Context: an optimization exercise on an open-source flow, tuned for small area, a short achievable clock period and few clock cycles. The choices shown serve that exercise and are no tape-out recipe. The RTL was checked by simulation tests, not by an equivalence proof against the original design. Power figures rest on the tool's default switching activity, not on a simulated workload.

==> design.v <==
package srio_req_pkg;
    localparam logic [3:0] FTYPE_DOORBELL = 4'hA;
    localparam logic [3:0] FTYPE_NWRITE   = 4'h5;
    localparam logic [3:0] TTYPE_NWRITE   = 4'h4;
    localparam logic [1:0] REQ_PRIO       = 2'd1;
    localparam logic [15:0] INFO_TARGET_READY = 16'h0100;
    localparam logic [15:0] INFO_TARGET_BUSY  = 16'h01FF;
    localparam logic [15:0] INFO_SELF_CHECK   = 16'h0101;
    localparam logic [15:0] INFO_INTEG_BASE   = 16'h0200;
    typedef enum logic [1:0] {
        ERR_NONE          = 2'd0,
        ERR_DB_NO_RESP    = 2'd1,
        ERR_INTEG_NO_RESP = 2'd2
    } err_type_e;
endpackage
`timescale 1ns/1ps
module user_data_fifo (
    input  logic        log_clk,
    input  logic        log_rst,
    input  logic        wr_valid_i,
    input  logic [63:0] wr_data_i,
    input  logic [7:0]  wr_keep_i,
    input  logic        wr_last_i,
    input  logic        h_consume_i,    
    output logic        wr_ready_o,
    output logic [72:0] h_o,            
    output logic        h_valid_o,
    output logic        h_valid_next_o
);
    localparam int N = 31;
    logic [72:0] mem [N];
    logic [4:0]  wr_ptr;
    logic [N-1:0] rd_oh;
    logic [72:0] rd_data;
    logic [4:0]  cnt;
    logic [4:0]  cnt_next;
    logic        ram_empty;
    logic        in_desc;
    logic        push;
    logic        h_load;
    logic [72:0] wdata;
    assign push   = wr_valid_i && wr_ready_o;
    assign h_load = !ram_empty && (!h_valid_o || h_consume_i);
    assign wdata = in_desc ?
        {wr_last_i, 8'hFF, 8'h00, srio_req_pkg::FTYPE_NWRITE, srio_req_pkg::TTYPE_NWRITE, 1'b0,
         srio_req_pkg::REQ_PRIO, 1'b0, wr_data_i[7:0], 2'b00, 34'd0} :
        {wr_last_i, wr_keep_i, wr_data_i};
    assign cnt_next       = cnt + {4'd0, push} - {4'd0, h_load};
    assign h_valid_next_o = h_load || (h_valid_o && !h_consume_i);
    always_ff @(posedge log_clk) begin
        if (wr_ready_o) mem[wr_ptr] <= wdata;
    end
    always_comb begin
        rd_data = '0;
        for (int i = 0; i < N; i++) rd_data = rd_data | (mem[i] & {73{rd_oh[i] && !ram_empty}});
    end
    always_ff @(posedge log_clk) begin
        if (!h_valid_o || h_consume_i) h_o <= rd_data;
    end
    always_ff @(posedge log_clk or posedge log_rst) begin
        if (log_rst) begin
            wr_ptr     <= '0;
            rd_oh      <= N'(1);
            cnt        <= '0;
            ram_empty  <= 1'b1;
            wr_ready_o <= 1'b1;
            h_valid_o  <= 1'b0;
            in_desc    <= 1'b1;
        end else begin
            if (push) begin
                wr_ptr  <= (wr_ptr == 5'(N - 1)) ? 5'd0 : wr_ptr + 5'd1;
                in_desc <= wr_last_i;
            end
            if (h_load) rd_oh <= {rd_oh[N-2:0], rd_oh[N-1]};
            cnt        <= cnt_next;
            ram_empty  <= (cnt_next == 5'd0);
            wr_ready_o <= (cnt_next != 5'(N));
            h_valid_o  <= h_valid_next_o;
        end
    end
endmodule
`timescale 1ns/1ps
module iresp_decoder (
    input  logic        log_clk,
    input  logic        log_rst,
    input  logic [15:0] target_id_i,
    input  logic        iresp_tvalid_i,
    input  logic [63:0] iresp_tdata_i,
    input  logic [31:0] iresp_tuser_i,
    output logic        rsp_sc_o,        
    output logic        rsp_ready_o,     
    output logic        rsp_confirm_o,
    input  logic        tmo_sc_i,        
    input  logic        tmo_int_i,       
    output logic        target_sel_o,
    output logic        target_sel_next_o,
    output logic        error_o,
    output srio_req_pkg::err_type_e error_type_o
);
    logic [15:0] info;
    logic        hit;
    assign info = iresp_tdata_i[31:16];
    assign hit  = iresp_tvalid_i && (iresp_tdata_i[55:52] == srio_req_pkg::FTYPE_DOORBELL) &&
                  (iresp_tuser_i[31:16] == target_id_i);
    assign rsp_sc_o      = hit && (info[15:8] == 8'h01) && (info[7:0] == 8'h00 || info[7:0] == 8'hFF);
    assign rsp_ready_o   = !info[0];
    assign rsp_confirm_o = hit && (info[15:1] == 15'h0100) && (info[0] == !target_sel_o);
    iresp_err_tree u_err (
        .valid_i  (iresp_tvalid_i),
        .ftype_i  (iresp_tdata_i[55:52]),
        .src_i    (iresp_tuser_i[31:16]),
        .tgt_i    (target_id_i),
        .info_i   (info),
        .sel_i    (target_sel_o),
        .tmo_sc_i (tmo_sc_i),
        .tmo_int_i(tmo_int_i),
        .error_o  (error_o),
        .err_sc_o (error_type_o[0]),
        .err_int_o(error_type_o[1])
    );
    assign target_sel_next_o = target_sel_o ^ rsp_confirm_o;
    always_ff @(posedge log_clk or posedge log_rst) begin
        if (log_rst) target_sel_o <= 1'b0;
        else         target_sel_o <= target_sel_next_o;
    end
endmodule
module iresp_err_tree (
    input  logic        valid_i,
    input  logic [3:0]  ftype_i,
    input  logic [15:0] src_i,
    input  logic [15:0] tgt_i,
    input  logic [15:0] info_i,
    input  logic        sel_i,
    input  logic        tmo_sc_i,
    input  logic        tmo_int_i,
    output logic        error_o,
    output logic        err_sc_o,
    output logic        err_int_o
);
    logic [15:0] x;        
    logic [7:0]  p;        
    logic [1:0]  b_src;    
    logic [7:1]  xl;       
    logic        ok0;      
    logic        g_ft, g_hi, g_sca, g_scb, g_scc, g_scd, g_int2, g_int3, g_int4;
    logic        b_com, b_sc, b_int;
    logic [2:0]  g_all;    
    logic        g_sel, g_sc, g_int;
    logic        tmo_any_n, tmo_sc_n, tmo_int_n;
    for (genvar i = 0; i < 16; i++) begin : g_x
        gate_xor2 u (.a(src_i[i]), .b(tgt_i[i]), .y(x[i]));
    end
    for (genvar j = 1; j < 8; j++) begin : g_xl
        gate_xor2 u (.a(info_i[j]), .b(info_i[0]), .y(xl[j]));
    end
    gate_xor2 u_ok0 (.a(info_i[0]), .b(sel_i), .y(ok0));
    for (genvar k = 0; k < 8; k++) begin : g_p
        gate_nor2 u (.a(x[2*k]), .b(x[2*k+1]), .y(p[k]));
    end
    gate_nor4bb u_ft  (.a(ftype_i[2]), .b(ftype_i[0]), .c_n(ftype_i[3]), .d_n(ftype_i[1]), .y(g_ft));
    gate_nor4   u_hi  (.a(info_i[15]), .b(info_i[14]), .c(info_i[13]), .d(info_i[12]), .y(g_hi));
    gate_nor3b  u_sca (.a(xl[7]), .b(xl[6]), .c_n(info_i[8]), .y(g_sca));
    gate_nor2   u_scb (.a(xl[5]), .b(xl[4]), .y(g_scb));
    gate_nor3   u_scc (.a(xl[3]), .b(xl[2]), .c(info_i[10]), .y(g_scc));
    gate_nor3   u_scd (.a(xl[1]), .b(info_i[9]), .c(info_i[11]), .y(g_scd));
    gate_nor4b  u_i2  (.a(info_i[11]), .b(info_i[10]), .c(info_i[8]), .d_n(info_i[9]), .y(g_int2));
    gate_nor4   u_i3  (.a(info_i[7]), .b(info_i[6]), .c(info_i[5]), .d(info_i[4]), .y(g_int3));
    gate_nor3   u_i4  (.a(info_i[3]), .b(info_i[2]), .c(info_i[1]), .y(g_int4));
    gate_nand4 u_bs0  (.a(p[0]), .b(p[1]), .c(p[2]), .d(p[3]), .y(b_src[0]));
    gate_nand4 u_bs1  (.a(p[4]), .b(p[5]), .c(p[6]), .d(p[7]), .y(b_src[1]));
    gate_nand3 u_bcom (.a(g_ft), .b(valid_i), .c(g_hi), .y(b_com));
    gate_nand4 u_bsc  (.a(g_sca), .b(g_scb), .c(g_scc), .d(g_scd), .y(b_sc));
    gate_nand4 u_bint (.a(g_int2), .b(g_int3), .c(g_int4), .d(ok0), .y(b_int));
    for (genvar n = 0; n < 3; n++) begin : g_a
        gate_nor3 u (.a(b_src[0]), .b(b_src[1]), .c(b_com), .y(g_all[n]));
    end
    gate_a22oi u_gsel (.a1(tmo_sc_i), .a2(b_sc), .b1(tmo_int_i), .b2(b_int), .y(g_sel));
    gate_inv   u_gsc  (.a(b_sc), .y(g_sc));
    gate_inv   u_gint (.a(b_int), .y(g_int));
    gate_nor2  u_tany (.a(tmo_sc_i), .b(tmo_int_i), .y(tmo_any_n));
    gate_inv   u_tsc  (.a(tmo_sc_i), .y(tmo_sc_n));
    gate_inv   u_tint (.a(tmo_int_i), .y(tmo_int_n));
    gate_a21oi u_err  (.a1(g_all[0]), .a2(g_sel), .b1(tmo_any_n), .y(error_o));
    gate_a21oi u_esc  (.a1(g_all[1]), .a2(g_sc), .b1(tmo_sc_n), .y(err_sc_o));
    gate_a21oi u_eint (.a1(g_all[2]), .a2(g_int), .b1(tmo_int_n), .y(err_int_o));
endmodule
module gate_inv    (input logic a, output logic y); assign y = !a; endmodule
module gate_xor2   (input logic a, b, output logic y); assign y = a ^ b; endmodule
module gate_nor2   (input logic a, b, output logic y); assign y = !(a || b); endmodule
module gate_nand3  (input logic a, b, c, output logic y); assign y = !(a && b && c); endmodule
module gate_nand4  (input logic a, b, c, d, output logic y); assign y = !(a && b && c && d); endmodule
module gate_nor3   (input logic a, b, c, output logic y); assign y = !(a || b || c); endmodule
module gate_nor4   (input logic a, b, c, d, output logic y); assign y = !(a || b || c || d); endmodule
module gate_nor3b  (input logic a, b, c_n, output logic y); assign y = !(a || b || !c_n); endmodule
module gate_nor4b  (input logic a, b, c, d_n, output logic y); assign y = !(a || b || c || !d_n); endmodule
module gate_nor4bb (input logic a, b, c_n, d_n, output logic y); assign y = !(a || b || !c_n || !d_n); endmodule
module gate_a21oi  (input logic a1, a2, b1, output logic y); assign y = !((a1 && a2) || b1); endmodule
module gate_a22oi  (input logic a1, a2, b1, b2, output logic y); assign y = !((a1 && a2) || (b1 && b2)); endmodule
`timescale 1ns/1ps
module ireq_builder (
    input  logic [72:0] h_i,
    input  logic [2:0]  db_i,
    input  logic        db_sc_i,
    input  logic        db_int_i,
    input  logic        db_bit0_i,
    input  logic        hdr_sel_i,
    input  logic [15:0] src_id_i,
    input  logic [15:0] des_id_i,
    output logic [63:0] ireq_tdata_o,
    output logic [7:0]  ireq_tkeep_o,
    output logic        ireq_tlast_o,
    output logic [31:0] ireq_tuser_o
);
    always_comb begin
        ireq_tdata_o = h_i[63:0];
        ireq_tdata_o[55]    = h_i[55] | db_i[0];
        ireq_tdata_o[54]    = h_i[54] & !db_i[0];
        ireq_tdata_o[53]    = h_i[53] | db_i[0];
        ireq_tdata_o[52]    = h_i[52] & !db_i[0];
        ireq_tdata_o[50]    = h_i[50] & !db_i[0];
        ireq_tdata_o[45]    = h_i[45] | db_i[0];
        ireq_tdata_o[43:36] = h_i[43:36] & ~{8{db_i[1]}};
        ireq_tdata_o[56]    = h_i[56] | hdr_sel_i;
        ireq_tdata_o[20]    = h_i[20] | hdr_sel_i;
        ireq_tdata_o[25]    = h_i[25] | db_int_i;
        ireq_tdata_o[24]    = h_i[24] | db_sc_i;
        ireq_tdata_o[16]    = h_i[16] | db_bit0_i;
    end
    assign ireq_tkeep_o = h_i[71:64] | {8{db_i[2]}};
    assign ireq_tlast_o = h_i[72] | db_i[0];
    assign ireq_tuser_o = {src_id_i, des_id_i};
endmodule
`timescale 1ns/1ps
module req_ctrl_fsm #(
    parameter int TIMEOUT_CYCLES = 1024
) (
    input  logic                     log_clk,
    input  logic                     log_rst,
    input  logic                     self_check_i,
    input  logic                     nwr_req_i,
    input  logic                     link_initialized_i,
    input  logic                     ireq_tready_i,
    input  logic                     h_last_i,
    input  logic                     h_valid_next_i,
    input  logic                     rsp_sc_i,
    input  logic                     rsp_ready_i,
    input  logic                     rsp_confirm_i,
    input  logic                     target_sel_next_i,
    output logic                     h_consume_o,
    output logic                     ireq_tvalid_o,
    output logic [2:0]               db_o,         
    output logic                     db_sc_o,      
    output logic                     db_int_o,     
    output logic                     db_bit0_o,    
    output logic                     hdr_sel_o,    
    output logic                     rapidio_ready_o,
    output logic                     nwr_ready_o,
    output logic                     nwr_busy_o,
    output logic                     nwr_ack_done_o,
    input  logic                     error_i,
    output logic                     tmo_sc_o,
    output logic                     tmo_int_o
);
    localparam int CNT_W = $clog2(TIMEOUT_CYCLES);
    logic st_idle, st_scdb, st_hdr, st_data, st_idb, st_wsc, st_wint;
    logic idle_n, scdb_n, hdr_n, data_n, idb_n, wsc_n, wint_n;
    logic [CNT_W-1:0] cnt;
    logic tmo_sc, tmo_int;
    logic take, take_sc, take_nwr;
    logic hs, beat_hs, last_hs;
    logic res_sc, res_int;
    assign take     = st_idle && link_initialized_i && (self_check_i || nwr_req_i);
    assign take_sc  = take && self_check_i;
    assign take_nwr = take && !self_check_i;
    assign hs          = ireq_tvalid_o && ireq_tready_i;
    assign beat_hs     = hs && (st_hdr || st_data);
    assign last_hs     = beat_hs && h_last_i;
    assign h_consume_o = beat_hs;
    assign tmo_sc_o  = tmo_sc;
    assign tmo_int_o = tmo_int;
    assign res_sc  = st_wsc && (rsp_sc_i || tmo_sc);
    assign res_int = st_wint && (rsp_confirm_i || tmo_int);
    assign idle_n = (st_idle && !take) || res_sc || res_int;
    assign scdb_n = take_sc || (st_scdb && !hs);
    assign hdr_n  = take_nwr || (st_hdr && !hs);
    assign data_n = (beat_hs && !h_last_i) || (st_data && !hs);
    assign idb_n  = last_hs || (st_idb && !hs);
    assign wsc_n  = (st_scdb && hs) || (st_wsc && !res_sc);
    assign wint_n = (st_idb && hs) || (st_wint && !res_int);
    ctl_flop u_db0 (.log_clk(log_clk), .log_rst(log_rst), .d_i(scdb_n || idb_n), .q_o(db_o[0]));
    ctl_flop u_db1 (.log_clk(log_clk), .log_rst(log_rst), .d_i(scdb_n || idb_n), .q_o(db_o[1]));
    ctl_flop u_db2 (.log_clk(log_clk), .log_rst(log_rst), .d_i(scdb_n || idb_n), .q_o(db_o[2]));
    always_ff @(posedge log_clk or posedge log_rst) begin
        if (log_rst) begin
            st_idle         <= 1'b1;
            st_scdb         <= 1'b0;
            st_hdr          <= 1'b0;
            st_data         <= 1'b0;
            st_idb          <= 1'b0;
            st_wsc          <= 1'b0;
            st_wint         <= 1'b0;
            cnt             <= '0;
            tmo_sc          <= 1'b0;
            tmo_int         <= 1'b0;
            ireq_tvalid_o   <= 1'b0;
            db_sc_o         <= 1'b0;
            db_int_o        <= 1'b0;
            db_bit0_o       <= 1'b0;
            hdr_sel_o       <= 1'b0;
            rapidio_ready_o <= 1'b1;
            nwr_ready_o     <= 1'b0;
            nwr_busy_o      <= 1'b0;
            nwr_ack_done_o  <= 1'b0;
        end else begin
            st_idle <= idle_n;
            st_scdb <= scdb_n;
            st_hdr  <= hdr_n;
            st_data <= data_n;
            st_idb  <= idb_n;
            st_wsc  <= wsc_n;
            st_wint <= wint_n;
            cnt     <= (st_wsc || st_wint) ? cnt + 1'b1 : '0;
            tmo_sc  <= st_wsc  && !rsp_sc_i      && (cnt == CNT_W'(TIMEOUT_CYCLES - 1));
            tmo_int <= st_wint && !rsp_confirm_i && (cnt == CNT_W'(TIMEOUT_CYCLES - 1));
            ireq_tvalid_o   <= scdb_n || idb_n || ((hdr_n || data_n) && h_valid_next_i);
            db_sc_o         <= scdb_n;
            db_int_o        <= idb_n;
            db_bit0_o       <= scdb_n || (idb_n && (st_idb ? db_bit0_o : !target_sel_next_i));
            hdr_sel_o       <= hdr_n && (st_hdr ? hdr_sel_o : target_sel_next_i);
            rapidio_ready_o <= !(scdb_n || hdr_n || data_n || idb_n);
            if (st_wsc && rsp_sc_i) begin
                nwr_ready_o <= rsp_ready_i;
                nwr_busy_o  <= !rsp_ready_i;
            end else if (error_i || take_nwr) begin
                nwr_ready_o <= 1'b0;
            end
            nwr_ack_done_o <= st_wint && rsp_confirm_i;
        end
    end
endmodule
module ctl_flop (
    input  logic log_clk,
    input  logic log_rst,
    input  logic d_i,
    output logic q_o
);
    always_ff @(posedge log_clk or posedge log_rst) begin
        if (log_rst) q_o <= 1'b0;
        else         q_o <= d_i;
    end
endmodule
`timescale 1ns/1ps
module db_req_top #(
    parameter int TIMEOUT_CYCLES = 1024,
    parameter int FIFO_DEPTH     = 32
) (
    input  logic                    log_clk,
    input  logic                    log_rst,
    input  logic [15:0]             src_id_i,
    input  logic [15:0]             des_id_i,
    input  logic [15:0]             target_id_i,
    input  logic                    self_check_i,
    input  logic                    nwr_req_i,
    input  logic                    link_initialized_i,
    output logic                    rapidio_ready_o,
    output logic                    nwr_ready_o,
    output logic                    nwr_busy_o,
    output logic                    nwr_ack_done_o,
    output logic                    error_o,
    output srio_req_pkg::err_type_e error_type_o,
    input  logic                    user_tvalid_i,
    output logic                    user_tready_o,
    input  logic [63:0]             user_tdata_i,
    input  logic [7:0]              user_tkeep_i,
    input  logic                    user_tlast_i,
    output logic                    ireq_tvalid_o,
    input  logic                    ireq_tready_i,
    output logic [63:0]             ireq_tdata_o,
    output logic [7:0]              ireq_tkeep_o,
    output logic                    ireq_tlast_o,
    output logic [31:0]             ireq_tuser_o,
    input  logic                    iresp_tvalid_i,
    input  logic [63:0]             iresp_tdata_i,
    input  logic [31:0]             iresp_tuser_i
);
    logic [72:0] h;
    logic        h_valid;
    logic        h_valid_next;
    logic        h_consume;
    logic        rsp_sc;
    logic        rsp_ready;
    logic        rsp_confirm;
    logic        target_sel;
    logic        target_sel_next;
    logic        tmo_sc, tmo_int;
    logic [2:0]  db;
    logic        db_sc, db_int, db_bit0, hdr_sel;
    req_ctrl_fsm #(
        .TIMEOUT_CYCLES(TIMEOUT_CYCLES)
    ) u_ctrl (
        .log_clk           (log_clk),
        .log_rst           (log_rst),
        .self_check_i      (self_check_i),
        .nwr_req_i         (nwr_req_i),
        .link_initialized_i(link_initialized_i),
        .ireq_tready_i     (ireq_tready_i),
        .h_last_i          (h[72]),
        .h_valid_next_i    (h_valid_next),
        .rsp_sc_i          (rsp_sc),
        .rsp_ready_i       (rsp_ready),
        .rsp_confirm_i     (rsp_confirm),
        .target_sel_next_i (target_sel_next),
        .h_consume_o       (h_consume),
        .ireq_tvalid_o     (ireq_tvalid_o),
        .db_o              (db),
        .db_sc_o           (db_sc),
        .db_int_o          (db_int),
        .db_bit0_o         (db_bit0),
        .hdr_sel_o         (hdr_sel),
        .rapidio_ready_o   (rapidio_ready_o),
        .nwr_ready_o       (nwr_ready_o),
        .nwr_busy_o        (nwr_busy_o),
        .nwr_ack_done_o    (nwr_ack_done_o),
        .error_i           (error_o),
        .tmo_sc_o          (tmo_sc),
        .tmo_int_o         (tmo_int)
    );
    ireq_builder u_build (
        .h_i         (h),
        .db_i        (db),
        .db_sc_i     (db_sc),
        .db_int_i    (db_int),
        .db_bit0_i   (db_bit0),
        .hdr_sel_i   (hdr_sel),
        .src_id_i    (src_id_i),
        .des_id_i    (des_id_i),
        .ireq_tdata_o(ireq_tdata_o),
        .ireq_tkeep_o(ireq_tkeep_o),
        .ireq_tlast_o(ireq_tlast_o),
        .ireq_tuser_o(ireq_tuser_o)
    );
    user_data_fifo u_fifo (
        .log_clk       (log_clk),
        .log_rst       (log_rst),
        .wr_valid_i    (user_tvalid_i),
        .wr_data_i     (user_tdata_i),
        .wr_keep_i     (user_tkeep_i),
        .wr_last_i     (user_tlast_i),
        .h_consume_i   (h_consume),
        .wr_ready_o    (user_tready_o),
        .h_o           (h),
        .h_valid_o     (h_valid),
        .h_valid_next_o(h_valid_next)
    );
    iresp_decoder u_resp (
        .log_clk          (log_clk),
        .log_rst          (log_rst),
        .target_id_i      (target_id_i),
        .iresp_tvalid_i   (iresp_tvalid_i),
        .iresp_tdata_i    (iresp_tdata_i),
        .iresp_tuser_i    (iresp_tuser_i),
        .rsp_sc_o         (rsp_sc),
        .rsp_ready_o      (rsp_ready),
        .rsp_confirm_o    (rsp_confirm),
        .tmo_sc_i         (tmo_sc),
        .tmo_int_i        (tmo_int),
        .target_sel_o     (target_sel),
        .target_sel_next_o(target_sel_next),
        .error_o          (error_o),
        .error_type_o     (error_type_o)
    );
endmodule
==> run.sh <==
#!/bin/bash
# synth_recipe.tcl (not shown) runs the flow's synth.tcl, then flattens the netlist and writes it again
# the make line also repeats each setting of config.mk as NAME=value (left out here)
make -C /OpenROAD-flow-scripts/flow DESIGN_CONFIG=/design/flow/config.mk WORK_HOME=/design/flow/orfs CLKGATE_MAP_FILE= SYNTH_SCRIPT=/design/flow/synth_recipe.tcl finish
==> config.mk <==
export PLATFORM = sky130hd
export DESIGN_NAME = db_req_top
export DESIGN_NICKNAME = db_req_top
export VERILOG_FILES = /design/flow/design.v
export SDC_FILE = /design/flow/constraint.sdc
export NUM_CORES = 4
export LEC_CHECK = 0
export CAP_MARGIN = 20
export CORE_MARGIN = 2
export CORE_UTILIZATION = 40
export CTS_CLUSTER_DIAMETER = 100
export CTS_CLUSTER_SIZE = 24
export SETUP_SLACK_MARGIN = 2.0
export SLEW_MARGIN = 20
export SYNTH_HIERARCHICAL = 1
==> constraint.sdc <==
create_clock -name core_clock -period 5.0 [get_ports {log_clk}]
set_input_delay 1.0000 -clock core_clock [delete_from_list [all_inputs] [get_ports {log_clk}]]
set_output_delay 1.0000 -clock core_clock [all_outputs]
set_load 0.01 [all_outputs]
==> results of run 1 <==
## power groups by stage
stage	combinational [µW]	sequential [µW]	clock [µW]
2_1_floorplan	2010	26300	0
3_3_place_gp	4550	26400	0
3_5_place_dp	4640	26500	0
4_1_cts	4690	26000	10600
5_1_grt	4910	26200	11200
6_report	4830	26100	10500
## modules after synthesis, one instance, submodules excluded, a selection
| module | times used | flip-flops and latches | area (µm²) | cells inside |
|---|---|---|---|---|
| gate_nor4bb | 1 | 0 | 12.5 | 1 |
| iresp_decoder | 1 | 1 | 328 | 44 |
| user_data_fifo | 1 | 2381 | 85100 | 4390 |
| gate_nor3 | 6 | 0 | 10.0 | 1 |
| gate_xor2 | 24 | 0 | 8.76 | 1 |
| ctl_flop | 3 | 1 | 28.8 | 2 |
| gate_a21oi | 3 | 0 | 8.76 | 1 |
| gate_nor4 | 2 | 0 | 12.5 | 1 |
| gate_inv | 4 | 0 | 3.75 | 1 |
## worst max-delay path, delay by kind of cell
family / cells / cell delay [ns]
AO/OA/AOI/OAI: 2 / 0.31
buffers and inverters: 2 / 0.38
AND/OR/NAND/NOR: 2 / 0.35
XOR/XNOR: 1 / 0.17
## area by class of cell
cell class,count,area share
multi-input cells,1924,0.147
well taps,2871,0.0367
diodes,5,0.000128
clock inverters,13,0.00205
flip-flops and latches,2411,0.738
clock buffers,167,0.0308
inverters,29,0.00111
repair buffers,436,0.0436
## sequential cells by signal, indices dropped and copies added, names as in the netlist, 5 cells and up
signal and flops:
u_ctrl.cnt 10, u_fifo.cnt 5, u_fifo.h_o 73, u_fifo.mem 2263
u_fifo.rd_oh 31, u_fifo.wr_ptr 5
## cells in the mapped netlist, types with 29 or more instances
library cell	number
a21oi_1	61
a221oi_1	115
a222oi_1	71
a22o_1	113
a22oi_1	796
buf_1	53
buf_2	166
buf_4	89
clkbuf_1	39
dfrtp_1	69
edfxtp_1	2336
inv_1	29
mux2_1	30
nand3_1	61
nand4_1	172
nor2_1	157
nor2b_1	68
xor2_1	39
## routing by layer
| layer | GRT usage | wire, µm | up-vias |
|---|---|---|---|
| li1 | - | - | 19900 |
| met1 | 0.352 | 111000 | 27000 |
| met2 | 0.422 | 140000 | 3717 |
| met3 | 0.0407 | 33800 | 535 |
| met4 | 0.0801 | 10400 | 4 |
| met5 | 0 | 27 | - |
## metrics by stage
step | instances | instance area [µm²]
after global placement | 7620 | 94000
after global routing | 7856 | 97800
after detailed placement | 7620 | 94000
after floorplan | 4713 | 88100
final | 7856 | 97800
after CTS | 7837 | 97600
## worst paths after layout
check	from	end	slack, ns	cells past startpoint
setup / recovery	iresp_tdata_i[21]	error_o	1.78	7
hold / removal	u_ctrl.cnt[0]	u_ctrl.cnt[0]	0.52	1
setup reg to reg	u_fifo.rd_oh[26]	u_fifo.h_o[40]	1.95	5
hold reg to reg	u_ctrl.cnt[0]	u_ctrl.cnt[0]	0.52	1
max in group asynchronous	log_rst	u_fifo.wr_ptr[1]	3.20	3
min in group asynchronous	log_rst	u_ctrl.u_db0.q_o	0.70	2
## cell families after synthesis
| group | count (synthesis) | share of synthesized area |
|---|---|---|
| compound gates | 1213 | 0.107 |
| xor+xnor | 48 | 0.00479 |
| fa+ha+maj | 11 | 0.00165 |
| buf+inv | 378 | 0.0225 |
| flops | 2411 | 0.820 |
| mux | 41 | 0.00526 |
| simple gates | 611 | 0.0388 |
## timing repair
item	in CTS	in global routing
setup endpoints to repair	179	91
pin swaps	38	16
setup buffers	37	13
gates resized for setup	291	24
cloned	0	0
==> reports/metrics.cfg, run 1 <==
[status]
outcome = finished clean

[timing]
slew_headroom = 0.179
setup_violations = 0
maxClockFrequency_ghz = 0.310
timing.final.hold_violations = 0
hold_slack_ns = 0.518
final_critical_path_setup_slack_ns = 1.78
rsz0062_at_grt = yes
tightestPinTransition_ns = 1.23
finalCritPeriodShare = 0.644
slew_viol_final = 0
setup_tns_ns = 0
finalWorstPathRequiredPeriod_ns = 3.22
timing.clock.skew_ns = 0.0660

[die]
fp.coreArea_um2 = 219000
horizontal_die_dimension_um = 473
floorplan.rows = 172
die_area_um2 = 223000
boundaryPins = 339
die_height_um = 473
initial_core_utilization = 0.401

[global_route]
grt_start_max_net_pins = 72
gr-total-overflow = 0
grt_pass1_wl_mm = 399
grt_pass1_vias = 48400
globalRouteTotalUtil = 0.257
antenna_found_initial = 10

[finish]
fill_cells = 18700
layout.nets = 5150
finish.utilization = 0.446
final-seq-area_um2 = 72200
drive_gt1_frac = 0.117
layout_common_cells = 2336 x edfxtp_1, 796 x a22oi_1, 172 x nand4_1
multi_input_area_um2 = 14400
mostFrequentLayoutCell = edfxtp_1
area_delta_synth_final_pct = 11.3

[setup_path]
crit_path_max_fanout = 4
timing_worst_setup_path_type = input port to output port
crit_slowest_cell = clkdlybuf4s15_1
worst_path_largest_cell_delay_ns = 0.24
arrival_ns = 2.22
path_cells = clkdlybuf4s15_1, xor2_1, nor2_1, nand4_1, a22oi_2, a21oi_2, buf_2
worst_setup_path_end_kind = output port
crit_required_ns = 4.00
setup.worst_path.start_class = input port

[clocking]
clkSinkCount = 2411
htree_num_levels = 3
ctsLongestPathBuffers = 3
cts_hold_buffers = 0
ctsRootBufferMaster = clkbuf_16
clock_latency_ns = 0.83
worst_setup_hold_path_clk_slew_ns = 0.09
tritoncts = built
cts-buffers-inserted = 112

[placement]
placement.setup.worst_slack_ns = 0.729
globalplace.congestion = 0.781
io_buffers = 214
dpl.hpwl_mm = 144

[power]
power.share.clock = 0.254
power_density_nw_per_um2 = 424
p_sw_uw = 10900
comb_power_share = 0.117
irDropWorstVdd_mv = 0.392
power.sequential.fraction = 0.629
switching_share = 0.264
cellInternalPower_uw = 30500
cellLeakagePower_uw = 0.0297
finalPower_uw = 41400

[synth]
synth_top_cell_area_share = 0.798
yosys_warnings = 11
yosys-top-cells-area = edfxtp_1 80%, a22oi_1 6.8%, dfrtp_1 2.0%
post_synthesis_sequential_area_ratio = 0.820
synth_top_area_cell = edfxtp_1
postSynthCellCount = 4713
dominant_register_cell_in_the_synthesized_netlist = edfxtp_1
synth-async-reset-ratio = 0.0311
yosysUniqueCellTypes = 59
post_synth.cell_area_avg_um2 = 18.6
syn_nets = 4949
syn_area_um2 = 87900
synth-edff-count = 2336
synth_seq_cells = 2411

[route]
drt_first_iter_violations = 8763
drt_pass1_iterations = 8
antenna_violating_nets_post_route = 0
drt_wl_total_mm = 296
via_per_inst = 6.50
drc_errors_left = 0
via_count = 51100
routed_wire_length_per_instance_um = 37.6

[run]
drv.max_cap_violation_count = 0

[worst_hold_path]
min-delay-path-class = register to register

Testbench counts, summed over its fixed seeds: cycles 25,119.
==> run 2, diff against run 1 <==
==> flow/run.sh (new file) <==
#!/bin/bash
# The standard layout (standard.sh), with plain buffers instead of delay
# cells on the ports. Make's output goes to flow_make.log; the ORFS steps keep
# their own logs under orfs/logs.
set -euo pipefail
bash standard.sh "BUFFER_PORTS_ARGS=-buffer_cell sky130_fd_sc_hd__buf_2" finish > flow_make.log 2>&1
==> standard.sh (new file) <==
#!/bin/bash
# synth_recipe.tcl (not shown) runs the flow's synth.tcl, then flattens the netlist and writes it again
# the make line also repeats each setting of config.mk as NAME=value (left out here)
make -C /OpenROAD-flow-scripts/flow DESIGN_CONFIG=/design/flow/config.mk WORK_HOME=/design/flow/orfs CLKGATE_MAP_FILE= SYNTH_SCRIPT=/design/flow/synth_recipe.tcl "${@:-finish}"
--- a/config.mk
+++ b/config.mk
@@ -7,7 +7,7 @@
 export LEC_CHECK = 0
 export CAP_MARGIN = 20
 export CORE_MARGIN = 2
-export CORE_UTILIZATION = 40
+export CORE_UTILIZATION = 55
 export CTS_CLUSTER_DIAMETER = 100
 export CTS_CLUSTER_SIZE = 24
 export SETUP_SLACK_MARGIN = 2.0
removed: run.sh
==> reports/metrics.cfg, run 2 <==
[status]
outcome = finished clean

[timing]
maxClockFrequency_ghz = 0.317  ; +2.0%
rsz0062_at_grt = yes
timing.final.hold_violations = 0  ; unchanged
timing.clock.skew_ns = 0.0466  ; -0.0194 ns
finalCritPeriodShare = 0.632  ; -0.0126
finalWorstPathRequiredPeriod_ns = 3.16  ; -0.0628 ns
tightestPinTransition_ns = 1.22  ; -0.0156 ns
slew_viol_final = 0  ; unchanged
setup_tns_ns = 0  ; unchanged
setup_violations = 0  ; unchanged
slew_headroom = 0.190  ; +0.0104

[synth]
synth_seq_cells = 2411  ; unchanged
post_synth.cell_area_avg_um2 = 18.6  ; unchanged
yosysUniqueCellTypes = 59  ; unchanged
yosysMostFrequentCell = edfxtp_1
dominant_register_cell_in_the_synthesized_netlist = edfxtp_1
synth-edff-count = 2336  ; unchanged
yosys-top-cells-area = edfxtp_1 80%, a22oi_1 6.8%, dfrtp_1 2.0%
post_synthesis_sequential_area_ratio = 0.820  ; unchanged
synth-async-reset-ratio = 0.0311  ; unchanged
yosys_warnings = 11  ; unchanged
synth_top_cell_area_share = 0.798  ; unchanged
syn_area_um2 = 87900  ; unchanged
syn_nets = 4949  ; unchanged
postSynthCellCount = 4713  ; unchanged
synthTopCellsByCount = 2336 x edfxtp_1, 796 x a22oi_1, 172 x nand4_1
synth_top_area_cell = edfxtp_1

[finish]
layout_common_cells = 2336 x edfxtp_1, 796 x a22oi_1, 204 x buf_2
layout.nets = 5144  ; -0.12%
max_flop_register = u_fifo.mem
reg.largest.list = u_fifo.mem: 2263 flops, u_fifo.h_o: 73 flops, u_fifo.rd_oh: 31 flops
mostFrequentLayoutCell = edfxtp_1
largest_reg_flops = 2263  ; unchanged
area_delta_synth_final_pct = 9.06
finish.utilization = 0.604  ; +0.158
finish.cell_count_without_fillers = 7049  ; -10%
drive_gt1_frac = 0.142  ; +0.0250

[route]
drt_pass1_iterations = 8  ; unchanged
via_per_inst = 7.27  ; +12%
via_count = 51200  ; +0.23%
drt_first_iter_violations = 9739  ; +11%
drc_errors_left = 0  ; unchanged
routed_wire_length_per_instance_um = 41.4  ; +10%
drt_wl_total_mm = 292  ; -1.3%
antenna_violating_nets_post_route = 0  ; unchanged

[placement]
globalplace.congestion = 0.776  ; -0.56%
io_buffers = 214  ; unchanged
place_inst = 6834  ; -10%
dpl.hpwl_mm = 142  ; -1.7%

[clocking]
clock_latency_ns = 0.79  ; -0.04 ns
cts_hold_buffers = 0  ; unchanged
htree_num_levels = 3  ; unchanged
clkSinkCount = 2411  ; unchanged
cts-buffers-inserted = 111  ; -0.89%
tritoncts = built
worst_setup_hold_path_clk_slew_ns = 0.10  ; about the same
ctsRootBufferMaster = clkbuf_16
ctsLongestPathBuffers = 3  ; unchanged

[die]
die_height_um = 404  ; -15%
horizontal_die_dimension_um = 404  ; -15%
boundaryPins = 339  ; unchanged
floorplan.rows = 146  ; -15%
die_area_um2 = 163000  ; -27%
initial_core_utilization = 0.554  ; +0.153
fp.coreArea_um2 = 159000  ; -28%

[global_route]
grt_pass1_wl_mm = 395  ; -1.0%
gr-total-overflow = 0  ; unchanged
grt_start_max_net_pins = 74  ; +2.8%
antenna_found_initial = 10  ; unchanged
grt_pass1_vias = 48200  ; -0.33%
globalRouteTotalUtil = 0.354  ; +0.0972

[setup_path]
path_cells = buf_8, xor2_2, nor3b_2, nand4_1, a22oi_2, a21oi_4, buf_6
worst_setup_path_end_kind = output port
crit_required_ns = 4.00  ; about the same
crit_path_max_fanout = 3  ; -1
timing_worst_setup_path_type = input port to output port
cp_top_family = compound AO/OA/AOI/OAI gates
arrival_ns = 2.16  ; -0.06 ns
crit_slowest_cell = a22oi_2
worst_path_largest_cell_delay_ns = 0.28  ; +0.04 ns
setup.worst_path.start_class = input port
crit_buf_inv = 2  ; unchanged

[power]
cellLeakagePower_uw = 0.0294  ; -0.99%
power_density_nw_per_um2 = 430  ; +1.5%
irDropWorstVdd_mv = 0.571  ; +45%

[worst_hold_path]
min-delay-path-class = input port to asynchronous set/reset pin

[run]
drv.max_cap_violation_count = 0  ; unchanged

==> run 2: cell types whose count changed in the layout (fill, tap and decap cells not counted), moves of 4 or more <==
cell	previous run	this run
nor2b_4	23	7
clkdlybuf4s15_2	14	0
buf_4	167	160
or2_1	10	17
clkdlybuf4s50_1	128	0
clkbuf_2	4	0
buf_2	35	204
buf_12	47	55
clkdlybuf4s15_1	10	0
nor2b_1	29	44
buf_6	14	8
dlygate4sd2_1	15	0
or2_4	8	1
==> run 2: final timing paths <==
path	slack [ns]	startpoint	depth (start not counted)	end
max reg2reg	1.97	u_fifo.rd_oh[26]	5	u_fifo.h_o[72]
min	0.16	log_rst	2	u_ctrl.u_db2.q_o
min reg2reg	0.48	u_ctrl.nwr_busy_o	2	u_ctrl.nwr_busy_o
min in group core_clock	0.48	u_ctrl.nwr_busy_o	2	u_ctrl.nwr_busy_o
max in group asynchronous	3.92	log_rst	3	u_fifo.rd_oh[5]
max	1.84	iresp_tdata_i[23]	7	error_o
==> run 2: final cells by class <==
type / instances / area [µm²]
antenna: 6 / 15.0
tap: 2072 / 2590
fill: 11500 / 62700
multi-input combinational: 1924 / 14300
clock buffer: 171 / 3090
sequential: 2411 / 72200
clock inverter: 5 / 66.3
inverter: 29 / 109
timing repair buffer: 431 / 3500
==> run 2: metal layers <==
metal  vias up  track usage  wire [µm]  share of wire
met2      3932        0.558     135000           0.46
met4         0       0.0934       8720          0.030
met1     27000        0.516     110000           0.38
li1      19900            -          -              -
met5         -            0          0              0
met3       456       0.0645      37600           0.13
==> run 2: logic make-up after synthesis <==
group                      share of synthesized area
xor gates and xnor gates                     0.00479
AOI/OAI and AO/OA                              0.107
muxes                                        0.00526
and+or+nand+nor                               0.0388
adders and majority gates                    0.00165
DFF                                            0.820
buffers and inverters                         0.0225
==> run 2: modules after synthesis (local to each module, per instance), excerpt <==
| module | flops+latches | copies in the design | cell area, µm² |
|---|---|---|---|
| gate_inv | 0 | 4 | 3.75 |
| gate_nor3 | 0 | 6 | 10.0 |
| gate_a22oi | 0 | 1 | 12.5 |
| gate_nor4b | 0 | 1 | 15.0 |
| gate_nor4 | 0 | 2 | 12.5 |
| gate_nand3 | 0 | 1 | 5.00 |
==> run 2: timing repair <==
item | 4_1_cts | 5_1_grt
buffers inserted | 17 | 15
pin swaps | 18 | 7
resized for setup | 42 | 4
endpoints found under the setup margin | 81 | 106
==> run 2: per-stage QoR <==
| stage | setup slack (ns) | total power, µW | area (µm²) | hold slack, ns |
|---|---|---|---|---|
| floorplan | 1.10 | 28300 | 88100 | 0.455 |
| global placement | 1.21 | 30900 | 92100 | 0.460 |
| detailed placement | 1.25 | 31100 | 92100 | 0.465 |
| CTS | 1.84 | 41100 | 95600 | 0.116 |
| global route | 1.79 | 42100 | 95800 | 0.138 |
| finish | 1.84 | 41200 | 95800 | 0.161 |
==> run 2: power by group <==
| group | leakage [µW] | internal (µW) | switching [µW] |
|---|---|---|---|
| sequential | 0.0220 | 25400 | 639 |
| combinational | 0.00584 | 732 | 4020 |
| clock | 0.00152 | 4290 | 6120 |
==> run 3, diff against run 2 <==
--- a/config.mk
+++ b/config.mk
@@ -7,9 +7,9 @@
 export LEC_CHECK = 0
 export CAP_MARGIN = 20
 export CORE_MARGIN = 2
-export CORE_UTILIZATION = 55
+export CORE_UTILIZATION = 40
 export CTS_CLUSTER_DIAMETER = 100
 export CTS_CLUSTER_SIZE = 24
-export SETUP_SLACK_MARGIN = 2.0
+export SETUP_SLACK_MARGIN = 2.4
 export SLEW_MARGIN = 20
 export SYNTH_HIERARCHICAL = 1
==> reports/metrics.cfg, run 3 <==
[power]
cellInternalPower_uw = 30400  ; -0.21%
power.sequential.fraction = 0.630  ; -0.002
power_density_nw_per_um2 = 422  ; -1.9%
power.share.clock = 0.253  ; about the same
cellLeakagePower_uw = 0.0300  ; +1.9%
comb_power_share = 0.118  ; +0.003
p_sw_uw = 11000  ; +1.8%
switching_share = 0.265  ; +0.00381
irDropWorstVdd_mv = 0.464  ; -19%

[run]
drv.max_cap_violation_count = 0  ; unchanged

[route]
antenna_violating_nets_post_route = 0  ; unchanged
drt_first_iter_violations = 9325  ; -4.3%
via_per_inst = 6.59  ; -9.3%
drt_pass1_iterations = 8  ; unchanged
drt_wl_total_mm = 312  ; +7.0%
via_count = 52000  ; +1.6%
drc_errors_left = 0  ; unchanged
routed_wire_length_per_instance_um = 39.6  ; -4.4%

[timing]
finalCritPeriodShare = 0.626  ; -0.00569
slew_headroom = 0.201  ; +0.0116
setup_tns_ns = 0  ; unchanged
rsz0062_at_grt = yes
finalWorstPathRequiredPeriod_ns = 3.13  ; -0.0284 ns
maxClockFrequency_ghz = 0.319  ; +0.91%
timing.clock.skew_ns = 0.0576  ; +0.0110 ns
tightestPinTransition_ns = 1.20  ; -0.0188 ns
slew_viol_final = 0  ; unchanged
timing.final.hold_violations = 0  ; unchanged
hold_slack_ns = 0.0797  ; -0.0812 ns
setup_violations = 0  ; unchanged

[setup_path]
timing_worst_setup_path_type = input port to output port
setup.worst_path.start = iresp_tdata_i[23]
path_cells = buf_8, buf_4, nor4_2, nand4_1, a22oi_2, a21oi_2, buf_2
setup.worst_path.start_class = input port
r2r.worst_path.cells = 12  ; +7
crit_required_ns = 4.00  ; about the same
crit_slowest_cell = nor4_2
r2r_setup_slack_ns = 2.27  ; +0.30 ns
crit-reg2reg-launch = u_ctrl.st_hdr
cp-endpoint = error_o
arrival_ns = 2.13  ; -0.03 ns
crit_path_max_fanout = 3  ; unchanged
worst_setup_path_end_kind = output port
r2r_end = u_fifo.ram_empty
worst_path_largest_cell_delay_ns = 0.25  ; -0.03 ns

[finish]
reg.largest.list = u_fifo.mem: 2263 flops, u_fifo.h_o: 73 flops, u_fifo.rd_oh: 31 flops
layout_common_cells = 2336 x edfxtp_1, 796 x a22oi_1, 174 x buf_2, 174 x buf_4, 172 x nand4_1
area_delta_synth_final_pct = 11.5
drive_gt1_frac = 0.156  ; +0.0141
layout.nets = 5192  ; +0.93%
finish.utilization = 0.447  ; -0.157
mostFrequentLayoutCell = edfxtp_1
largest_reg_flops = 2263  ; unchanged
max_flop_register = u_fifo.mem

[synth]
synth-async-reset-ratio = 0.0311  ; unchanged
post_synth.cell_area_avg_um2 = 18.6  ; unchanged
synth-edff-count = 2336  ; unchanged
yosys-top-cells-area = edfxtp_1 80%, a22oi_1 6.8%, dfrtp_1 2.0%
yosysUniqueCellTypes = 59  ; unchanged
synth_top_cell_area_share = 0.798  ; unchanged
yosys_warnings = 11  ; unchanged
synth_top_area_cell = edfxtp_1
postSynthCellCount = 4713  ; unchanged
post_synthesis_sequential_area_ratio = 0.820  ; unchanged
syn_area_um2 = 87900  ; unchanged
dominant_register_cell_in_the_synthesized_netlist = edfxtp_1
synth_seq_cells = 2411  ; unchanged
syn_nets = 4949  ; unchanged
yosysMostFrequentCell = edfxtp_1
synthTopCellsByCount = 2336 x edfxtp_1, 796 x a22oi_1, 172 x nand4_1

[clocking]
ctsLongestPathBuffers = 3  ; unchanged
htree_num_levels = 3  ; unchanged
cts-buffers-inserted = 111  ; unchanged
clock_latency_ns = 0.83  ; +0.04 ns
clkSinkCount = 2411  ; unchanged
tritoncts = built
ctsRootBufferMaster = clkbuf_16
worst_setup_hold_path_clk_slew_ns = 0.10  ; about the same

[die]
boundaryPins = 339  ; unchanged
die_area_um2 = 223000  ; +37%
initial_core_utilization = 0.401  ; -0.153
floorplan.rows = 172  ; +18%
horizontal_die_dimension_um = 473  ; +17%
fp.coreArea_um2 = 219000  ; +38%
die_height_um = 473  ; +17%

[placement]
io_buffers = 214  ; unchanged
dpl.hpwl_mm = 143  ; +1.2%
globalplace.congestion = 0.778  ; +0.21%

[global_route]
grt_start_max_net_pins = 63  ; -15%
grt_pass1_vias = 49000  ; +1.7%
globalRouteTotalUtil = 0.268  ; -0.0862
antenna_found_initial = 18  ; +8
gr-total-overflow = 0  ; unchanged
grt_pass1_wl_mm = 413  ; +4.7%

[status]
outcome = finished clean

[worst_hold_path]
min-delay-path-class = input port to asynchronous set/reset pin

[run 3: cell counts after synthesis]
Identical to the previous run, type by type.
[run 3: worst min-delay path by stage]
stage / end / slack [ns] / cells past startpoint
CTS: u_resp.target_sel_o / 0.04 / 2
global route: u_resp.target_sel_o / 0.08 / 2
finish: u_resp.target_sel_o / 0.08 / 2
global placement: u_ctrl.cnt[0] / 0.47 / 1
detailed placement: u_ctrl.cnt[0] / 0.48 / 1
floorplan: u_ctrl.cnt[0] / 0.45 / 1
[run 3: logic make-up after synthesis]
family / Yosys count / share of synthesized area
XOR/XNOR: 48 / 0.00479
AND/OR/NAND/NOR: 611 / 0.0388
buffers and inverters: 378 / 0.0225
flip-flops: 2411 / 0.820
adder cells (fa/ha/maj): 11 / 0.00165
multiplexers: 41 / 0.00526
AO/OA/AOI/OAI: 1213 / 0.107
[run 3: power groups by stage]
stage | Sequential, µW | Combinational (µW) | Clock, µW
after global placement | 26400 | 4410 | 0
after floorplan | 26300 | 2020 | 0
after detailed placement | 26500 | 4510 | 0
final | 26000 | 4870 | 10400
after global routing | 26100 | 4960 | 11100
after CTS | 26000 | 4650 | 10400
[run 3: layout make-up]
| cell class | instances | area (µm²) |
|---|---|---|
| flip-flops and latches | 2411 | 72200 |
| multi-input cells | 1925 | 14500 |
| clock inverters | 10 | 179 |
| well taps | 2871 | 3590 |
| diodes | 9 | 22.5 |
| fillers | 18600 | 121000 |
| repair buffers | 478 | 4460 |
| inverters | 29 | 109 |
| clock buffers | 162 | 2990 |
[run 3: per-module statistics from Yosys, one instance, submodules excluded, a selection]
| module | flops+latches | cell area [µm²] |
|---|---|---|
| gate_nor3b | 0 | 12.5 |
| gate_inv | 0 | 3.75 |
| iresp_decoder | 1 | 328 |
| gate_nor4bb | 0 | 12.5 |
| ireq_builder | 0 | 753 |
| gate_nor4b | 0 | 15.0 |
| gate_xor2 | 0 | 8.76 |
| gate_nand3 | 0 | 5.00 |
| gate_nor2 | 0 | 3.75 |
[run 3: through the flow]
| stage | setup slack [ns] | power, µW | instances | cell area, µm² |
|---|---|---|---|---|
| 2_1_floorplan | 1.10 | 28300 | 4713 | 88100 |
| 3_3_place_gp | 1.53 | 30800 | 7627 | 92800 |
| 3_5_place_dp | 1.52 | 31000 | 7628 | 92900 |
| 4_1_cts | 1.84 | 41100 | 7865 | 97400 |
| 5_1_grt | 1.80 | 42200 | 7889 | 98000 |
| 6_report | 1.87 | 41300 | 7895 | 98000 |
[run 3: metal layers]
layer / up-vias / GRT usage / part of all wire
li1: 20000 / - / -
met1: 27300 / 0.359 / 0.36
met2: 4035 / 0.433 / 0.47
met3: 723 / 0.0464 / 0.12
met4: 24 / 0.113 / 0.050
met5: - / 0 / 0.00056
[run 3: what timing repair did]
action / in CTS / in global routing
gates cloned: 2 / 1
pin swaps: 52 / 19
hold buffers: 0 / 0
resized for setup: 90 / 42
endpoints found under the setup margin: 812 / 375
setup buffers: 63 / 20
[run 3: worst max-delay path, delay by kind of cell]
family                 cells  cell delay, ns
AND/OR/NAND/NOR            2            0.45
AO/OA/AOI/OAI              2            0.28
buffers and inverters      3            0.38
==> run 4, diff against run 3 <==
--- a/config.mk
+++ b/config.mk
@@ -10,6 +10,6 @@
 export CORE_UTILIZATION = 40
 export CTS_CLUSTER_DIAMETER = 100
 export CTS_CLUSTER_SIZE = 24
-export SETUP_SLACK_MARGIN = 2.4
+export SETUP_SLACK_MARGIN = 1.7
 export SLEW_MARGIN = 20
 export SYNTH_HIERARCHICAL = 1
==> reports/metrics.cfg, run 4 <==
[status]
outcome = finished clean

[setup_path]
crit_path_max_fanout = 5  ; +2
r2r_setup_slack_ns = 1.84  ; -0.43 ns
crit-reg2reg-launch = u_fifo.wr_ready_o
setup.worst_path.start_class = register
timing_worst_setup_path_type = register to output port
crit_required_ns = 4.00  ; about the same
arrival_ns = 2.29  ; +0.16 ns
worst_setup_path_end_kind = output port
r2r.worst_path.cells = 3  ; -9
r2r_end = u_fifo.mem[1][49]

[placement]
io_buffers = 214  ; unchanged
place_inst = 7631  ; +0.039%
dpl.hpwl_mm = 147  ; +2.6%
globalplace.congestion = 0.800  ; +2.9%

[die]
horizontal_die_dimension_um = 473  ; unchanged
die_area_um2 = 223000  ; unchanged
die_height_um = 473  ; unchanged
initial_core_utilization = 0.401  ; unchanged
floorplan.rows = 172  ; unchanged
fp.coreArea_um2 = 219000  ; unchanged
boundaryPins = 339  ; unchanged

[route]
drt_wl_total_mm = 296  ; -5.3%
via_count = 50700  ; -2.5%
antenna_violating_nets_post_route = 0  ; unchanged
routed_wire_length_per_instance_um = 37.9  ; -4.2%
via_per_inst = 6.50  ; -1.3%
drt_pass1_iterations = 6  ; -2
drt_first_iter_violations = 8620  ; -7.6%
drc_errors_left = 0  ; unchanged

[synth]
yosysUniqueCellTypes = 59  ; unchanged
synth_simple_gate_area_frac = 0.0388  ; unchanged
synth-async-reset-ratio = 0.0311  ; unchanged
synth_seq_cells = 2411  ; unchanged
yosys-top-cells-area = edfxtp_1 80%, a22oi_1 6.8%, dfrtp_1 2.0%
dominant_register_cell_in_the_synthesized_netlist = edfxtp_1
synth_top_area_cell = edfxtp_1
synth_top_family_by_area = compound AO/OA/AOI/OAI gates
syn_nets = 4949  ; unchanged
post_synth.cell_area_avg_um2 = 18.6  ; unchanged
synth_compound_gate_area_share = 0.107  ; unchanged
yosys_warnings = 11  ; unchanged
yosys-mux-area-fraction = 0.00526  ; unchanged
yosys.area_share.xor_xnor = 0.00479  ; unchanged
synth-edff-count = 2336  ; unchanged
synth_top_cell_area_share = 0.798  ; unchanged
yosysMostFrequentCell = edfxtp_1
synthTopCellsByCount = 2336 x edfxtp_1, 796 x a22oi_1, 172 x nand4_1
syn_area_um2 = 87900  ; unchanged
postSynthCellCount = 4713  ; unchanged
post_synthesis_sequential_area_ratio = 0.820  ; unchanged
synthAdderAreaFrac = 0.00165  ; unchanged

[timing]
finalCritPeriodShare = 0.657  ; +0.0310
tightestPinTransition_ns = 1.21  ; +0.0152 ns
setup_violations = 0  ; unchanged
slew_viol_final = 0  ; unchanged
slew_headroom = 0.192  ; -0.00929
timing.clock.skew_ns = 0.0535  ; -0.00407 ns
setup_tns_ns = 0  ; unchanged
rsz0062_at_grt = no
timing.final.hold_violations = 0  ; unchanged
maxClockFrequency_ghz = 0.304  ; -4.7%
finalWorstPathRequiredPeriod_ns = 3.29  ; +0.155 ns

[finish]
layout_common_cells = 2336 x edfxtp_1, 796 x a22oi_1, 213 x buf_2
mostFrequentLayoutCell = edfxtp_1
max_flop_register = u_fifo.mem
reg.largest.list = u_fifo.mem: 2263 flops, u_fifo.h_o: 73 flops, u_fifo.rd_oh: 31 flops
finish.cell_count_without_fillers = 7802  ; -1.2%
layout.nets = 5110  ; -1.6%
largest_reg_flops = 2263  ; unchanged
drive_gt1_frac = 0.136  ; -0.0198
area_delta_synth_final_pct = 9.44

[global_route]
grt_pass1_wl_mm = 399  ; -3.4%
grt_pass1_vias = 47900  ; -2.2%
grt_start_max_net_pins = 54  ; -14%
gr-total-overflow = 0  ; unchanged
antenna_found_initial = 15  ; -3
globalRouteTotalUtil = 0.257  ; -0.0109

[clocking]
ctsLongestPathBuffers = 3  ; unchanged
clock_latency_ns = 0.82  ; about the same
worst_setup_hold_path_clk_slew_ns = 0.10  ; about the same
post-cts-setup-buffer-count = 0  ; -100%
tritoncts = built
htree_num_levels = 3  ; unchanged
cts_hold_buffers = 0  ; unchanged
clkSinkCount = 2411  ; unchanged
ctsRootBufferMaster = clkbuf_16
cts-buffers-inserted = 111  ; unchanged

[power]
cellLeakagePower_uw = 0.0291  ; -2.8%
power_density_nw_per_um2 = 428  ; +1.4%
irDropWorstVdd_mv = 0.328  ; -29%

[worst_hold_path]
min-delay-path-class = input port to asynchronous set/reset pin

[run]
drv.max_cap_violation_count = 0  ; unchanged

## run 4: cell counts after synthesis
No cell type changed its count.
## run 4: worst max-delay path: stages (launching register included)
cell and delay [ns]:
dfrtp_1 0.83, buf_4 0.37, nor2b_1 0.10, buf_2 0.15
## run 4: metal layers
metal  part of all wire  track usage  vias up
met5            0.00035            0        -
met4              0.039       0.0882       16
met3               0.11       0.0412      580
met2               0.47        0.421     3641
met1               0.37        0.350    26700
li1                   -            -    19800
## run 4: metrics by stage
stage	instance area (µm²)	setup WS, ns	power, µW	hold slack [ns]	utilization
2_1_floorplan	88000	0.486	28300	0.455	-
3_3_place_gp	92800	1.53	30800	0.474	0.423
3_5_place_dp	92900	1.45	31000	0.478	0.424
4_1_cts	96000	1.69	41100	0.0464	0.438
5_1_grt	96100	1.71	42000	0.0761	0.439
6_report	96100	1.71	41100	0.0924	0.439
## run 4: worst max path at each step
stage | from | end | slack (ns) | cells after the start
4_1_cts | u_ctrl.u_db1.q_o | ireq_tdata_o[37] | 1.69 | 3
2_1_floorplan | u_fifo.wr_ready_o | u_fifo.mem[11][0] | 0.49 | 3
6_report | u_ctrl.u_db1.q_o | ireq_tdata_o[37] | 1.71 | 3
5_1_grt | u_ctrl.u_db1.q_o | ireq_tdata_o[37] | 1.71 | 3
3_5_place_dp | ireq_tready_i | u_fifo.h_o[44] | 1.45 | 6
3_3_place_gp | ireq_tready_i | u_fifo.h_o[30] | 1.53 | 6
## run 4: what timing repair did
item | 4_1_cts | 5_1_grt
gates resized for setup | 4 | 1
gates cloned | 0 | 0
hold endpoints to repair | 0 | 0
setup endpoints to repair | 4 | 4
pin swaps | 1 | 0
## run 4: cells by family (layout without fill, tap and decap cells)
kind of cell / Yosys count / count (layout)
compound gates: 1213 / 1213
xor+xnor: 48 / 48
fa+ha+maj: 11 / 11
buf+inv: 378 / 593
flops: 2411 / 2411
mux: 41 / 41
other cells: 0 / 3
simple gates: 611 / 611
## run 4: per-module statistics from Yosys, one instance, submodules excluded, a selection
module          flip-flops and latches  cells inside  copies in the design
user_data_fifo                    2381          4390                     1
ireq_builder                         0           105                     1
iresp_decoder                        1            44                     1
ctl_flop                             1             2                     3
gate_nor4b                           0             1                     1
gate_a22oi                           0             1                     1
gate_nor4                            0             1                     2
gate_nor3                            0             1                     6
gate_a21oi                           0             1                     3
gate_nand4                           0             1                     4
gate_nand3                           0             1                     1
gate_nor2                            0             1                    10
## run 4: cell type report
class	count	area (µm²)
diodes	3	7.51
multi-input cells	1924	14300
clock inverters	12	206
flip-flops and latches	2411	72200
fillers	18800	123000
inverters	29	110
well taps	2871	3590
repair buffers	397	2830
clock buffers	155	2960
## run 4: report_power, final
group	leakage, µW	internal [µW]	switching (µW)	total, µW
Combinational	0.00556	637	3970	4610
Sequential	0.0220	25400	659	26100
Clock	0.00152	4250	6200	10400
Total	0.0291	30300	10800	41100
==> run 5, diff against run 4 <==
--- a/config.mk
+++ b/config.mk
@@ -10,6 +10,6 @@
 export CORE_UTILIZATION = 40
 export CTS_CLUSTER_DIAMETER = 100
 export CTS_CLUSTER_SIZE = 24
-export SETUP_SLACK_MARGIN = 1.7
+export SETUP_SLACK_MARGIN = 2.0
 export SLEW_MARGIN = 20
 export SYNTH_HIERARCHICAL = 1
==> reports/metrics.cfg, run 5 <==
[status]
outcome = finished clean

[finish]
reg.largest.list = u_fifo.mem: 2263 flops, u_fifo.h_o: 73 flops, u_fifo.rd_oh: 31 flops
max_flop_register = u_fifo.mem
finish.utilization = 0.441  ; +0.00252
largest_reg_flops = 2263  ; unchanged
layout.nets = 5135  ; +0.49%
fill_cells = 18800  ; -0.21%
mostFrequentLayoutCell = edfxtp_1
layout_common_cells = 2336 x edfxtp_1, 796 x a22oi_1, 204 x buf_2
drive_gt1_frac = 0.143  ; +0.00667
area_delta_synth_final_pct = 10.1

[route]
via_per_inst = 6.52  ; +0.31%
drc_errors_left = 0  ; unchanged
drt_pass1_iterations = 6  ; unchanged
routed_wire_length_per_instance_um = 37.9  ; about the same
drt_wl_total_mm = 297  ; +0.52%
antenna_violating_nets_post_route = 0  ; unchanged
drt_first_iter_violations = 8713  ; +1.1%
via_count = 51100  ; +0.77%

[setup_path]
setup.worst_path.start_class = input port
setup.worst_path.start = iresp_tuser_i[22]
crit-reg2reg-launch = u_fifo.rd_oh[8]
worst_path_largest_cell_delay_ns = 0.24  ; -0.59 ns
timing_worst_setup_path_type = input port to output port
worst_setup_path_end_kind = output port
crit_slowest_cell = nor3_2
arrival_ns = 2.12  ; -0.17 ns
crit_required_ns = 4.00  ; about the same
path_cells = buf_8, xor2_4, nor2_4, nand4_1, nor3_2, a21oi_2, buf_2
crit_path_max_fanout = 3  ; -2
r2r_setup_slack_ns = 1.92  ; +0.08 ns

[global_route]
grt_pass1_vias = 48200  ; +0.63%
gr-total-overflow = 0  ; unchanged
grt_pass1_wl_mm = 400  ; +0.29%
globalRouteTotalUtil = 0.258  ; +0.000955
antenna_found_initial = 10  ; -5
grt_start_max_net_pins = 66  ; +22%

[synth]
post_synth.cell_area_avg_um2 = 18.6  ; unchanged
yosysUniqueCellTypes = 59  ; unchanged
synth_top_cell_area_share = 0.798  ; unchanged
synth-async-reset-ratio = 0.0311  ; unchanged
syn_nets = 4949  ; unchanged
synth_seq_cells = 2411  ; unchanged
postSynthCellCount = 4713  ; unchanged
dominant_register_cell_in_the_synthesized_netlist = edfxtp_1
yosys_warnings = 11  ; unchanged
synthTopCellsByCount = 2336 x edfxtp_1, 796 x a22oi_1, 172 x nand4_1
yosys-top-cells-area = edfxtp_1 80%, a22oi_1 6.8%, dfrtp_1 2.0%
yosysMostFrequentCell = edfxtp_1
post_synthesis_sequential_area_ratio = 0.820  ; unchanged
syn_area_um2 = 87900  ; unchanged
synth_top_area_cell = edfxtp_1
synth-edff-count = 2336  ; unchanged

[die]
die_area_um2 = 223000  ; unchanged
die_height_um = 473  ; unchanged
horizontal_die_dimension_um = 473  ; unchanged
floorplan.rows = 172  ; unchanged
boundaryPins = 339  ; unchanged
initial_core_utilization = 0.401  ; unchanged
fp.coreArea_um2 = 219000  ; unchanged

[power]
power.share.clock = 0.253  ; about the same
irDropWorstVdd_mv = 0.299  ; -8.9%
comb_power_share = 0.116  ; +0.004
cellLeakagePower_uw = 0.0294  ; +0.80%
cellInternalPower_uw = 30400  ; +0.28%
switching_share = 0.265  ; +0.00160
power.sequential.fraction = 0.630  ; -0.004
p_sw_uw = 10900  ; +1.1%
power_density_nw_per_um2 = 427  ; about the same

[clocking]
cts_hold_buffers = 0  ; unchanged
clkSinkCount = 2411  ; unchanged
ctsRootBufferMaster = clkbuf_16
worst_setup_hold_path_clk_slew_ns = 0.09  ; about the same
cts-buffers-inserted = 112  ; +0.90%
ctsLongestPathBuffers = 3  ; unchanged
tritoncts = built
htree_num_levels = 3  ; unchanged
clock_latency_ns = 0.84  ; +0.02 ns

[timing]
finalWorstPathRequiredPeriod_ns = 3.12  ; -0.167 ns
timing.clock.skew_ns = 0.0607  ; +0.00720 ns
maxClockFrequency_ghz = 0.321  ; +5.4%
tightestPinTransition_ns = 1.17  ; -0.0427 ns
timing.final.hold_violations = 0  ; unchanged
setup_tns_ns = 0  ; unchanged
slew_viol_final = 0  ; unchanged
setup_violations = 0  ; unchanged
rsz0062_at_grt = yes
finalCritPeriodShare = 0.624  ; -0.0335
slew_headroom = 0.221  ; +0.0285

[placement]
io_buffers = 214  ; unchanged
dpl.hpwl_mm = 144  ; -2.3%
globalplace.congestion = 0.773  ; -3.4%

[run]
drv.max_cap_violation_count = 0  ; unchanged

[worst_hold_path]
min-delay-path-class = input port to asynchronous set/reset pin

## run 5: power by group through the flow
| stage | Sequential, µW | Combinational, µW | Clock [µW] |
|---|---|---|---|
| 2_1_floorplan | 26300 | 2010 | 0 |
| 5_1_grt | 26200 | 4920 | 11200 |
| 4_1_cts | 26000 | 4610 | 10500 |
| 6_report | 26000 | 4810 | 10500 |
| 3_5_place_dp | 26500 | 4590 | 0 |
| 3_3_place_gp | 26400 | 4480 | 0 |
## run 5: cell type report
class | count | area, µm² | share of cell area
flip-flops and latches | 2411 | 72200 | 0.746
multi-input cells | 1924 | 14400 | 0.149
well taps | 2871 | 3590 | 0.0371
repair buffers | 421 | 3280 | 0.0339
clock buffers | 168 | 3010 | 0.0312
clock inverters | 11 | 169 | 0.00175
inverters | 29 | 109 | 0.00113
diodes | 3 | 7.51 | 0.0000776
## run 5: kinds of logic after synthesis
| logic type | after synthesis | share of synthesized area |
|---|---|---|
| simple gates | 611 | 0.0388 |
| xor+xnor | 48 | 0.00479 |
| buf+inv | 378 | 0.0225 |
| fa+ha+maj | 11 | 0.00165 |
| mux | 41 | 0.00526 |
| flops | 2411 | 0.820 |
| compound gates | 1213 | 0.107 |
## run 5: stage by stage
stage                     hold WS, ns  total power [µW]  std cells  setup WS, ns  area (µm²)
after global routing           0.0770             42300       7837          1.81       96700
after CTS                      0.0318             41100       7801          1.88       96200
after global placement          0.476             30900       7617          1.47       92800
final                          0.0756             41300       7838          1.88       96700
after detailed placement        0.482             31100       7618          1.50       92900
after floorplan                 0.455             28300       4713          1.10       88100
## run 5: what timing repair did
item / 4_1_cts / 5_1_grt
resized for setup: 24 / 15
buffers inserted: 4 / 33
pin swaps: 15 / 20
endpoints found under the setup margin: 20 / 219
## run 5: worst max-delay path: cells and delay by family
family,cells,cell delay (ns)
AO/OA/AOI/OAI,1,0.08
XOR/XNOR,1,0.18
buffers and inverters,2,0.25
AND/OR/NAND/NOR,3,0.61
## run 5: final timing paths
path,endpoint,cells after the start
hold reg to reg,u_ctrl.cnt[0],1
setup / recovery,error_o,7
setup reg to reg,u_fifo.h_o[1],4
hold / removal,u_ctrl.u_db1.q_o,2
min in group core_clock,u_ctrl.st_idle,4
max in group asynchronous,u_fifo.rd_oh[10],3
## run 5: layer usage
layer / GRT usage / wire [µm] / up-vias
met3: 0.0410 / 34300 / 507
met1: 0.354 / 112000 / 27100
met2: 0.423 / 142000 / 3648
li1: - / - / 19900
met5: 0 / 62 / -
met4: 0.0805 / 9600 / 10
## run 5: modules after synthesis (local to each module, per instance), a selection
module,area (µm²),flip-flops and latches
ctl_flop,28.8,1
gate_nand3,5.00,0
gate_nor2,3.75,0
gate_nor3b,12.5,0
gate_nor4,12.5,0
ireq_builder,753,0

re-timing with driven ports:
How much do the figures lean on ideal ports? The routed layouts below were timed once more, with nothing changed but the port constraints.
Step 1 assumes that a clkbuf_16 drives the clock port and a buf_2 every other input.
Step 2 also shifts input and output timing later by t, the mid clock arrival at the registers, as if the neighbouring blocks saw the same clock.
a / b / c = no drivers / after step 1 / after step 2; a / b = the first two.
run	shift t [ns]	setup slack, ns	worst setup path after step 2	worst slew at a driven data input, ns
run 1	0.882	1.778 / 1.751 / 1.339	input to register	0.14
run 2	0.857	1.841 / 1.793 / 1.426	input to register	0.10
run 3	0.892	1.869 / 1.790 / 1.575	input to register	0.16
run 4	0.879	1.714 / 1.630 / 1.405	input to register	0.17
run 5	0.897	1.882 / 1.828 / 1.385	input to register	0.14
After both steps every run listed still meets setup and hold. The setup slack of run 5, which loses most, moves by -0.054 ns with the drivers and by -0.497 ns with both steps.
